This design comes from an exercise in tuning for small area and a short achievable clock period on the open sky130 flow, not from production work.
Where RTL was checked, it was by simulation tests only, not by an equivalence proof against the original.
No activity file was given, so power comes from the tool's default toggle rates.

==> trial 72 <==
==> flow/design.v (excerpt) <==
module controlTop (
  input  logic                       CLK,
  input  logic                       arstN,
  input  logic [32-1:0]    controlWord,
  input  logic [6-1:0]  aluStatus,
  input  logic [16-1:0]    freg,
  input  logic [16-1:0]    greg,
  input  logic [16-1:0]    hreg,
  output logic [16-1:0]    progRomAdd,
  output logic [16-1:0]    ramAdd,
  output logic [16-1:0]    dataRomAdd,
  output logic [16-1:0]    gpuAdd,
  output logic [3-1:0] operand1,
  output logic [3-1:0] operand2,
  output logic [3-1:0] results,
  output ctrlPkg::aluFunc_t          aluOperation,
  output logic [3:0]                 aluParams,
  output ctrlPkg::busSource_t        busState,
  output logic                       aluReadBus,
  output logic                       ramWrite,
  output logic                       gpuWrite,
  output logic [16-1:0]    dout
);
  logic                    execute;
  ctrlPkg::pcAction_t               pcAction;
  logic [16-1:0] branchTarget;
  logic                    ramLoad;
  logic                    romLoad;
  logic                    gpuLoad;
  ...
Settings: LEC_CHECK=0, CAP_MARGIN=20, CORE_MARGIN=2, CORE_UTILIZATION=70, CTS_CLUSTER_DIAMETER=60, CTS_CLUSTER_SIZE=30, PLACE_DENSITY=0.8, SETUP_SLACK_MARGIN=2.8, SLEW_MARGIN=20; clock period 5.0 ns.
run.sh (not shown) runs the stock make flow with config.mk's settings and CLKGATE_MAP_FILE= SYNTH_SCRIPT=/design/flow/synth_recipe.tcl, a recipe that flattens the netlist after the stock synthesis.
==> inputs of build 24, as changes to trial 72 <==
--- a/flow/design.v
+++ b/flow/design.v
@@ -35,138 +35,56 @@
   input  logic                    execute,
   input  logic                    push,
   input  logic                    pop,
   input  logic [16-1:0] pushValue,
   output logic [16-1:0] top
 );
-  localparam int Lanes = 4;
-  localparam int LaneBits = $clog2(Lanes);
-  localparam int Loops = (1 << 8) / Lanes;
+  localparam int Depth = 1 << 8;
   localparam int W = 16;
-  localparam int Taps = 3;
-  logic [Lanes*Loops*W-1:0] cells;
-  logic [Lanes*Loops*W-1:0] cellsNext;
-  logic [LaneBits-1:0] ptrLo;       
-  logic [LaneBits-1:0] turn;        
-  logic [2*Lanes-1:0]  setPos;      
-  logic [2*Lanes-1:0]  setPosNext;
-  logic [Lanes-1:0]    setInv;      
-  logic                upN;
-  logic                dnN;
-  logic                rotUp;
-  logic [LaneBits-1:0] setRd;       
-  logic [LaneBits-1:0] setWr;       
-  logic [LaneBits-1:0] setE;        
-  logic [LaneBits-1:0] setF;        
-  logic [LaneBits-1:0] laneRd;
-  logic [LaneBits-1:0] laneWr;
-  logic [1:0]          posRd;
-  logic [1:0]          posWr;
-  logic [1:0]          posWrMoved;
-  logic                upE;         
-  logic                upF;         
-  logic                upNextE;     
-  logic [W-1:0]        wrData;
-  function automatic logic [1:0] posOf(input logic [2*Lanes-1:0] p,
-                                       input logic [LaneBits-1:0] s);
-    posOf = p[2*s +: 2];
-  endfunction
-  function automatic logic moveUp(input logic [1:0] pos,
-                                  input logic [LaneBits-1:0] ptr,
-                                  input logic [LaneBits-1:0] s);
-    logic [LaneBits-1:0] d;
-    d = ptr - s;
-    moveUp = (2'(pos) + 2'(d >= LaneBits'(Lanes / 2))) <= 2'd1;
-  endfunction
-  assign setRd = ptrLo - 1'b1;
-  assign setWr = ptrLo;
-  assign setE = LaneBits'(Lanes - 1) - turn;
-  assign setF = LaneBits'(Lanes - 2) - turn;
-  assign laneRd = setRd + turn;
-  assign laneWr = setWr + turn;
-  assign posRd = posOf(setPos, setRd);
-  assign posWr = posOf(setPos, setWr);
-  assign upE = !upN;
-  assign upF = moveUp(posOf(setPos, setF), ptrLo, setF);
-  assign upNextE = moveUp(posOf(setPos, setE), ptrLo, setE);
-  assign posWrMoved = upE ? posWr + 2'd1 : posWr - 2'd1;
-  assign wrData = pushValue ^ {W{setInv[setWr] ^ (setWr == setE)}};
+  logic [Depth*W-1:0] ring;
+  logic [Depth*W-1:0] ringNext;
+  logic topOdd;
+  logic upN;
+  logic dnN;
+  logic rotUp;
+  assign top = topOdd ? ~ring[W +: W] : ring[0 +: W];
   always_comb
   begin
-    top = '0;
-    for (int j = 0; j < Lanes; j++)
-      for (int k = 0; k < Taps; k++)
-        if (laneRd == LaneBits'(j) && posRd == 2'(k))
-          top = cells[((j*Loops)+k)*W +: W];
-    top = top ^ {W{setInv[setRd]}};
-  end
-  assign rotUp = execute ? upF : upNextE;
-  always_comb
-  begin
-    for (int s = 0; s < Lanes; s++)
-    begin
-      setPosNext[2*s +: 2] = setPos[2*s +: 2];
-      if (LaneBits'(s) == setE)
-        setPosNext[2*s +: 2] = upE ? setPosNext[2*s +: 2] + 2'd1 : setPosNext[2*s +: 2] - 2'd1;
-      if (LaneBits'(s) == setF)
-        setPosNext[2*s +: 2] = upF ? setPosNext[2*s +: 2] + 2'd1 : setPosNext[2*s +: 2] - 2'd1;
-      if (push && LaneBits'(s) == LaneBits'(ptrLo + 1'b1))
-        setPosNext[2*s +: 2] = setPosNext[2*s +: 2] + 2'd1;
-      if (pop && LaneBits'(s) == ptrLo)
-        setPosNext[2*s +: 2] = setPosNext[2*s +: 2] - 2'd1;
-    end
+    if (execute)
+      rotUp = pop | (!push & topOdd);
+    else
+      rotUp = !topOdd;
   end
   always_ff @(posedge CLK or negedge arstN)
   begin
     if (!arstN)
     begin
-      ptrLo <= '0;
-      turn <= '0;
-      setPos <= '0;
-      setInv <= '0;
+      topOdd <= 1'b0;
       upN <= 1'b0;
       dnN <= 1'b1;
     end
     else
     begin
       if (execute)
-      begin
-        ptrLo <= ptrLo + LaneBits'(push) - LaneBits'(pop);
-        turn <= turn + LaneBits'(2);
-        setPos <= setPosNext;
-        setInv[setE] <= !setInv[setE];
-        setInv[setF] <= !setInv[setF];
-      end
+        topOdd <= topOdd ^ (push | pop);
       upN <= !rotUp;
       dnN <= rotUp;
     end
   end
   always_comb
   begin
-    for (int k = 0; k < Loops; k++)
-    begin
-      cellsNext[k*W +: W] =
-        ~((cells[(((Lanes-1)*Loops)+((k + Loops - 1) % Loops))*W +: W] | {W{upN}}) &
-          (cells[(((Lanes-1)*Loops)+((k + 1) % Loops))*W +: W] | {W{dnN}}));
-      for (int j = 1; j < Lanes; j++)
-        cellsNext[((j*Loops)+k)*W +: W] = cells[(((j-1)*Loops)+k)*W +: W];
-    end
-    if (push)
-    begin
-      for (int k = 0; k < Taps; k++)
-      begin
-        for (int j = 1; j < Lanes; j++)
-          if (laneWr == LaneBits'(j - 1) && posWr == 2'(k))
-            cellsNext[((j*Loops)+k)*W +: W] = wrData;
-        if (laneWr == LaneBits'(Lanes - 1) && posWrMoved == 2'(k))
-          cellsNext[k*W +: W] = wrData;
-      end
-    end
+    for (int i = 0; i < Depth; i++)
+      ringNext[i*W +: W] = ~((ring[((i + Depth - 1) % Depth)*W +: W] | {W{upN}}) &
+                             (ring[((i + 1) % Depth)*W +: W] | {W{dnN}}));
+    if (push && topOdd)
+      ringNext[1*W +: W] = ~pushValue;
+    if (push && !topOdd)
+      ringNext[2*W +: W] = pushValue;
   end
   always_ff @(posedge CLK)
-    cells <= cellsNext;
+    ring <= ringNext;
 endmodule
 `timescale 1ns/10ps
 module fetchSequencer (
   input  logic                    CLK,
   input  logic                    arstN,
   input  ctrlPkg::pcAction_t      pcAction,
@@ -188,12 +106,13 @@
     else if (state == ctrlPkg::stFetch)
       state <= ctrlPkg::stExecute;
     else
       state <= ctrlPkg::stFetch;
   end
   assign execute = (state == ctrlPkg::stExecute);
+  assign pcPlusOne = pc + 1'b1;
   assign push = execute && (pcAction == ctrlPkg::pcCall);
   assign pop = execute && (pcAction == ctrlPkg::pcReturn);
   always_comb
   begin
     case (pcAction)
       ctrlPkg::pcJump:   nextPc = branchTarget;
@@ -202,21 +121,15 @@
       default:  nextPc = pcPlusOne;
     endcase
   end
   always_ff @(posedge CLK or negedge arstN)
   begin
     if (!arstN)
-    begin
       pc <= '0;
-      pcPlusOne <= 16'(1);
-    end
     else if (execute)
-    begin
       pc <= nextPc;
-      pcPlusOne <= nextPc + 1'b1;
-    end
   end
   assign progRomAdd = pc;
   returnStack retStack (
     .CLK       (CLK),
     .arstN     (arstN),
     .execute   (execute),
==> flow/config.mk (replaced) <==
export PLATFORM = sky130hd
export DESIGN_NAME = controlTop
export DESIGN_NICKNAME = controlTop
export VERILOG_FILES = /design/flow/design.v
export SDC_FILE = /design/flow/constraint.sdc
export NUM_CORES = 4
export LEC_CHECK = 0
export CAP_MARGIN = 20
export CORE_MARGIN = 2
export CORE_UTILIZATION = 80
export CTS_CLUSTER_DIAMETER = 60
export CTS_CLUSTER_SIZE = 30
export PLACE_DENSITY = 0.88
export SETUP_SLACK_MARGIN = 2.8
export SLEW_MARGIN = 20
==> qor summary <==
quantity                                                                                 build 24                  trial 72
Met1 Track Usage GR                                                                        40.76%                    37.65%
Logic depth of the worst path, buffers included                                                 1                        15
Initial DRC count                                                                            6291                      5100
Result of the run                                                no timing/DRC/antenna violations  no timing/DRC/antenna violations
Area of the core                                                                      0.1456 mm^2               0.1438 mm^2
Worst Hold Slack                                                                        0.2440 ns                0.07228 ns
Timing endpoint of the critical path                                                progRomAdd[9]    fetchSeq.pcPlusOne[15]
Clock period minus final worst setup slack                                               2.409 ns                  4.426 ns
Final non-filler cell total                                                                 11430                      9406
Met2 Usage GRT                                                                             47.71%                    44.05%
Final core utilization                                                                     86.93%                    81.92%
Detailed Route WL                                                                       227100 um                 217700 um
Register fraction of the total cell area                                                   66.96%                    72.54%
Comb_multi_in                                                                                4591                      2349
Part of the total power dissipated in the clock network                                     15.4%                     17.9%
Number of iterations in the first detailed-routing pass                                         8                         9
Area grow syn2layout                                                                       7.897%                    15.86%
Multi-input gate area in the final layout                                            0.02937 mm^2              0.01752 mm^2
Clock slew at the register clock pins of the worst setup and hold paths                   0.10 ns                   0.09 ns
Reported clock group power                                                                17.3 mW                   17.4 mW
Leading cell type by number of instances after synthesis                 sky130_fd_sc_hd__o22ai_1  sky130_fd_sc_hd__dfxtp_1
For trial 72, only the layout was checked, not whether the RTL still works.

## port drivers added, routing unchanged
Ports are ideal in the flow. The routed layouts listed here were re-timed in OpenROAD. Step 1 sets driving cells, clkbuf_16 on the clock port and buf_2 on the other inputs (assumed; they add their load-dependent delay and slew). Step 2 also shifts input and output timing later by t, the mid clock arrival at the registers, as if the neighbouring blocks saw the same clock. Slacks: no drivers / after step 1 / after step 2; pairs: no drivers / after step 1.
run | t, ns | slack for setup (ns) | latest minus earliest clock arrival (ns)
trial 72 | 0.920 | 0.574 / 0.574 / 0.295 | 0.060 / 0.061
build 24 | 0.871 | 2.591 / 2.511 / 1.929 | 0.073 / 0.073
After both steps every run listed still meets setup and hold. The setup slack of build 24, which loses most, moves by -0.080 ns with the drivers and by -0.662 ns with both steps.
